This is an optimization exercise on Yosys and OpenROAD, whose aim is small area, a short achievable clock period and few clock cycles, not a production implementation. The RTL was checked by simulation tests, not by an equivalence proof against the original design.

==> run C <==
Design f84_transition_probabilities, start of the top module:
module f84_transition_probabilities (
    input  logic                   i_clk,
    input  logic                   i_rst_n,
    input  logic                   push,
    output logic                   full,
    input  logic [1:0]             i_op,
    input  logic                   i_whole_matrix,
    input  logic [1:0]             i_row_sel,
    input  logic [1:0]             i_col_sel,
    input  logic [f84tp_pkg::WORD_W-1:0]      i_distance,
    output logic                   empty,
    input  logic                   pop,
    output logic [1:0]             o_row,
    output logic [1:0]             o_col,
    output logic [31:0]            o_value,
    output logic                   o_last,
    input  logic                   i_cfg_valid,
    output logic                   o_cfg_ready,
    input  logic [2:0]             i_cfg_index,
    input  logic [f84tp_pkg::WORD_W-1:0]      i_cfg_data
);
  ...
==> flow/config.mk <==
export PLATFORM = sky130hd
export DESIGN_NAME = f84_transition_probabilities
export DESIGN_NICKNAME = f84_transition_probabilities
export VERILOG_FILES = /design/flow/design.v
export SDC_FILE = /design/flow/constraint.sdc
export NUM_CORES = 8
export LEC_CHECK = 0
export CAP_MARGIN = 20
export CORE_MARGIN = 2
export CORE_UTILIZATION = 30
export PLACE_DENSITY = 0.5
export SETUP_SLACK_MARGIN = 5
export SLEW_MARGIN = 20
==> flow/constraint.sdc <==
create_clock -name core_clock -period 14.0 [get_ports {i_clk}]
set_input_delay 2.8000 -clock core_clock [delete_from_list [all_inputs] [get_ports {i_clk}]]
set_output_delay 2.8000 -clock core_clock [all_outputs]
set_load 0.01 [all_outputs]
run.sh (not shown) runs the stock make flow with config.mk's settings and CLKGATE_MAP_FILE= SYNTH_SCRIPT=/design/flow/synth_recipe.tcl, a recipe that flattens the netlist after the stock synthesis.
==> inputs of run B, as changes to run C <==
--- a/flow/design.v
+++ b/flow/design.v
@@ -176,54 +176,52 @@
             4'd9:    begin p = 4'd9; plus = 1'b1; end
             4'd10:   begin p = 4'd6; plus = 1'b0; end
             default: begin p = 4'd0; plus = 1'b0; end
         endcase
         s = i_y;
         c = ({68{i_mo[1]}} & (i_y >> 16)) | ({68{i_mo[2]}} & (i_y >> 32)) |
             ({68{i_mo[3]}} & (i_y >> 24));
-        a = ({68{i_mo[1]}} & (s >> 32)) | ({68{i_mo[3]}} & (s >> 48));
-        b = ({68{i_mo[1]}} & (c >> 32)) | ({68{i_mo[3]}} & (c >> 48));
+        a = ({68{i_mo[1]}} & (s >> 32)) | ({68{i_mo[3]}} & (s >> 48)) |
+            ({68{plus}} & ~(({68{i_mo[2]}} & (s >> 2)) | ({68{i_mo[4]}} & (s >> 3)) |
+                            ({68{i_mo[5]}} & (s >> 5)) | ({68{i_mo[6]}} & (s >> 6)) |
+                            ({68{i_mo[8]}} & (s >> 4)) | ({68{i_mo[9]}} & (s >> 9))));
+        b = ({68{i_mo[1]}} & (c >> 32)) | ({68{i_mo[3]}} & (c >> 48)) |
+            ({68{plus}} & ~(({68{i_mo[2]}} & (c >> 2)) | ({68{i_mo[4]}} & (c >> 3)) |
+                            ({68{i_mo[5]}} & (c >> 5)) | ({68{i_mo[6]}} & (c >> 6)) |
+                            ({68{i_mo[8]}} & (c >> 4)) | ({68{i_mo[9]}} & (c >> 9))));
         t = s ^ c ^ a;
-        c = ((s & c) | (s & a) | (c & a)) << 1;
+        c = (((s & c) | (s & a) | (c & a)) << 1) | 68'(plus);
         s = t;
         t = s ^ c ^ b;
-        c = ((s & c) | (s & b) | (c & b)) << 1;
+        c = (((s & c) | (s & b) | (c & b)) << 1) | 68'(plus);
         s = t;
-        if (plus) begin
-            a = ~(({68{i_mo[2]}} & (s >> 2)) | ({68{i_mo[4]}} & (s >> 3)) |
-                  ({68{i_mo[5]}} & (s >> 5)) | ({68{i_mo[6]}} & (s >> 6)) |
-                  ({68{i_mo[8]}} & (s >> 4)) | ({68{i_mo[9]}} & (s >> 9)));
-            b = ~(({68{i_mo[2]}} & (c >> 2)) | ({68{i_mo[4]}} & (c >> 3)) |
-                  ({68{i_mo[5]}} & (c >> 5)) | ({68{i_mo[6]}} & (c >> 6)) |
-                  ({68{i_mo[8]}} & (c >> 4)) | ({68{i_mo[9]}} & (c >> 9)));
-            t = s ^ c ^ a;
-            c = (((s & c) | (s & a) | (c & a)) << 1) | 68'd1;
-            s = t;
-            t = s ^ c ^ b;
-            c = (((s & c) | (s & b) | (c & b)) << 1) | 68'd1;
-            s = t;
-        end
         y = s + c;
         o_q = ({62{i_mo[1] | i_mo[2]}}  & 62'(y >> 7))  |
               ({62{i_mo[3] | i_mo[4]}}  & 62'(y >> 8))  |
               ({62{i_mo[5]}}            & 62'(y >> 10)) |
               ({62{i_mo[6] | i_mo[10]}} & 62'(y >> 11)) |
               ({62{i_mo[7] | i_mo[8]}}  & 62'(y >> 9))  |
               ({62{i_mo[9]}}            & 62'(y >> 14)) |
               ({62{i_mo[0]}}            & 62'(i_y >> 5));
         q11 = o_q[10:0];
-        qs  = ({11{i_mo[1] | i_mo[2]}}  & (q11 << 2)) | ({11{i_mo[3] | i_mo[4]}} & (q11 << 3)) |
-              ({11{i_mo[5]}}            & (q11 << 5)) | ({11{i_mo[6] | i_mo[10]}} & (q11 << 6)) |
-              ({11{i_mo[7] | i_mo[8]}}  & (q11 << 4)) | ({11{i_mo[9]}} & (q11 << 9));
-        r   = i_xlo - qs + (plus ? -q11 : q11);
-        d   = ({11{i_mo[1]}} & 11'd3)  | ({11{i_mo[2]}} & 11'd5)   | ({11{i_mo[3]}} & 11'd7) |
-              ({11{i_mo[4]}} & 11'd9)  | ({11{i_mo[5]}} & 11'd33)  | ({11{i_mo[6]}} & 11'd65) |
-              ({11{i_mo[7]}} & 11'd15) | ({11{i_mo[8]}} & 11'd17)  | ({11{i_mo[9]}} & 11'd513) |
-              ({11{i_mo[10]}} & 11'd63);
-        o_c = !i_mo[0] && (r >= d);
+        qs  = 11'(y >> 5) & ~(({11{i_mo[1] | i_mo[2]}}  & 11'h003) | ({11{i_mo[3] | i_mo[4]}} & 11'h007) |
+                              ({11{i_mo[5]}}            & 11'h01f) | ({11{i_mo[6] | i_mo[10]}} & 11'h03f) |
+                              ({11{i_mo[7] | i_mo[8]}}  & 11'h00f) | ({11{i_mo[9]}} & 11'h1ff));
+        d   = ({11{i_mo[1]}} & 11'd2046) |
+              ({11{i_mo[2]}} & 11'd2045) |
+              ({11{i_mo[3]}} & 11'd2042) |
+              ({11{i_mo[4]}} & 11'd2041) |
+              ({11{i_mo[5]}} & 11'd2017) |
+              ({11{i_mo[6]}} & 11'd1985) |
+              ({11{i_mo[7]}} & 11'd2034) |
+              ({11{i_mo[8]}} & 11'd2033) |
+              ({11{i_mo[9]}} & 11'd1537) |
+              ({11{i_mo[10]}} & 11'd1986);
+        r   = i_xlo + ~qs + (plus ? ~q11 : q11) + d;
+        o_c = !i_mo[0] && !r[10];
     end
 endmodule
 module f84tp_gdiv (
     input  logic                          i_clk,
     input  logic                          i_rst_n,
     input  logic                          i_start,
     input  logic [f84tp_pkg::FREQ_W-1:0]  i_a,
@@ -387,15 +385,16 @@
     logic [1:0]  m_t, m_u, m_j;
     logic [1:0]  m_orow, m_ocol;
     logic        m_olast, m_pe;
     logic [1:0]  m_pej;
     logic        su_v, su_c;           
     logic [31:0] m_b;                  
     logic [4:0]  m_ka;                 
-    logic [25:0] m_asel;               
+    logic [8:0]  m_asel;               
+    logic [63:0] m_astat;              
     logic        ch_tz [2];            
     logic [32:0] k2;
     logic [24:0] pi_a [4];
     assign k2 = {1'b0, i_kappa} + 33'h100_0000;
     assign pi_a[0] = i_pi0;
     assign pi_a[1] = i_pi1;
     assign pi_a[2] = i_pi2;
@@ -749,30 +748,24 @@
     logic [64:0] k_val;
     logic [63:0] pw_sel;
     logic [3:0]  m_mc;
     logic [2:0]  m_s;
     assign m_mc = f_nmc(ch_n[m_ch]);
     assign m_s  = f_ns(ch_n[m_ch]);
     always_comb begin
-        a_val = ({64{m_asel[0]}} & 64'(i_rate)) |
-                ({64{m_asel[1]}} & 64'(k2)) |
-                ({64{m_asel[2]}} & r_cq[0][63:0]) |
-                ({64{m_asel[3]}} & r_cq[1][63:0]) |
-                ({64{m_asel[4]}} & r_cs[0][63:0]) |
-                ({64{m_asel[5]}} & r_cs[1][63:0]);
-        a_sgn = (m_asel[2] & r_cq[0][64]) | (m_asel[3] & r_cq[1][64]) |
-                (m_asel[4] & r_cs[0][64]) | (m_asel[5] & r_cs[1][64]) |
-                (|m_asel[13:10] & m_sa);
+        a_val = ({64{m_asel[0]}} & m_astat) |
+                ({64{m_asel[1]}} & r_cq[0][63:0]) |
+                ({64{m_asel[2]}} & r_cq[1][63:0]) |
+                ({64{m_asel[3]}} & r_cs[0][63:0]) |
+                ({64{m_asel[4]}} & r_cs[1][63:0]);
+        a_sgn = (m_asel[0] & m_sa) | (m_asel[1] & r_cq[0][64]) | (m_asel[2] & r_cq[1][64]) |
+                (m_asel[3] & r_cs[0][64]) | (m_asel[4] & r_cs[1][64]);
         for (int q = 0; q < 4; q++) begin
-            a_val = a_val | ({64{m_asel[6 + q]}}  & 64'(r_pq[q])) |
-                            ({64{m_asel[10 + q]}} & 64'(r_q[q])) |
-                            ({64{m_asel[14 + q]}} & 64'(pi_a[q])) |
-                            ({64{m_asel[18 + q]}} & 64'(r_bc[q][31:0])) |
-                            ({64{m_asel[22 + q]}} & r_t[q][63:0]);
-            a_sgn = a_sgn | (m_asel[22 + q] & r_t[q][64]);
+            a_val = a_val | ({64{m_asel[5 + q]}} & r_t[q][63:0]);
+            a_sgn = a_sgn | (m_asel[5 + q] & r_t[q][64]);
         end
     end
     logic [63:0] i_bfull;
     logic [31:0] i_b;
     always_comb begin
         case (i_pwb)
             3'd0:    pw_sel = f84tp_pkg::PW0;
@@ -1122,21 +1115,29 @@
             if (i_rq_op != 2'd3) l_sb <= !i_rq_whole && (i_rq_row[0] ^ i_rq_col[0]);
         end
         m_ch    <= i_ch;
         m_as    <= i_as;
         m_b     <= i_b;
         m_ka    <= f84tp_mul_a(ch_n[i_ch]);
         m_asel <= '0;
-        if (i_ser)                 m_asel[i_ch ? 3 : 2] <= 1'b1;
-        else if (i_as <= AS_CS1)   m_asel[i_as] <= 1'b1;
-        else if (i_as == AS_PQ)    m_asel[6 + i_aj] <= 1'b1;
-        else if (i_as == AS_Q)     m_asel[10 + i_aj] <= 1'b1;
-        else if (i_as == AS_PI)    m_asel[14 + i_aj] <= 1'b1;
-        else if (i_as == AS_BC)    m_asel[18 + i_aj] <= 1'b1;
-        else if (i_as == AS_T)     m_asel[22 + i_aj] <= 1'b1;
+        if (i_ser)                 m_asel[i_ch ? 2 : 1] <= 1'b1;
+        else if (i_as == AS_CQ0)   m_asel[1] <= 1'b1;
+        else if (i_as == AS_CQ1)   m_asel[2] <= 1'b1;
+        else if (i_as == AS_CS0)   m_asel[3] <= 1'b1;
+        else if (i_as == AS_CS1)   m_asel[4] <= 1'b1;
+        else if (i_as == AS_T)     m_asel[5 + i_aj] <= 1'b1;
+        else if (i_as != AS_ZERO)  m_asel[0] <= 1'b1;
+        case (i_as)
+            AS_RATE: m_astat <= 64'(i_rate);
+            AS_K2:   m_astat <= 64'(k2);
+            AS_PQ:   m_astat <= 64'(r_pq[i_aj]);
+            AS_Q:    m_astat <= 64'(r_q[i_aj]);
+            AS_PI:   m_astat <= 64'(pi_a[i_aj]);
+            default: m_astat <= 64'(r_bc[i_aj][31:0]);
+        endcase
         m_bs    <= i_bs;
         m_aj    <= i_aj;
         m_sa    <= i_sa;
         m_q62   <= i_q62;
         m_pass  <= i_pass;
         m_wide  <= i_wide;
         m_act   <= i_act;
==> qor summary <==
item	run B	run C
Highest net fanout along the worst path	9	12
Clk pin slew, worst setup/hold paths	0.06 ns	0.07 ns
DIE WIDTH	875.3 um	877.3 um
Maximum cell stage delay along the critical path	0.87 ns	0.69 ns
Result of the run	complete, no violations	complete, no violations
Post-Syn Area per Cell	9.425 um2	9.442 um2
Worst setup path endpoint	u_core.r_pr[90]	u_core.r_pr[85]
Worst hold slack	0.3244 ns	0.2163 ns
Met3 demand-to-capacity share in global routing	10.46%	10.46%
Post-CTS setup buffer count	416	414
Final cell utilization of the core	35.16%	34.98%
Core Region	0.7579 mm2	0.7595 mm2
Detailed placer's ending HPWL	923.2 mm	946.9 mm
Post-Synth Adder-Cell Area	19.68%	20.28%
Area added between synthesis and finish	16.99%	16.15%
Routed WL	1266 mm	1298 mm
Testbench counts of run C, summed over its fixed seeds: cycles 22,204.
Testbench counts of run B, summed over its fixed seeds: cycles 22,204.

-- re-timing with driven ports --
The flow's constraints put no driver on any port. The routed layouts listed below were extracted and timed again, unchanged, in two steps.
Step 1: set_driving_cell puts a clkbuf_16 on i_clk and a buf_2 on each other input, an assumption about the parent block.
Step 2 adds t to the input delays and takes it off the output delays; t is the mean of the earliest and latest rising clock arrival at the registers after step 1. Input paths then give back, and output paths get back, about the clock's delay inside the block.
a / b / c = ideal / step 1 / step 2; a / b = the first two.
| run | t (ns) | setup WS [ns] | worst setup path after step 2 | worst register clock-pin slew, ns | pins driven straight from the clock port |
|---|---|---|---|---|---|
| run C | 1.165 | 4.261 / 4.261 / 4.261 | register to register | 0.07 / 0.07 | 1 |
| run B | 1.111 | 4.436 / 4.436 / 4.436 | register to register | 0.07 / 0.07 | 1 |
After both steps every run listed still meets setup and hold.
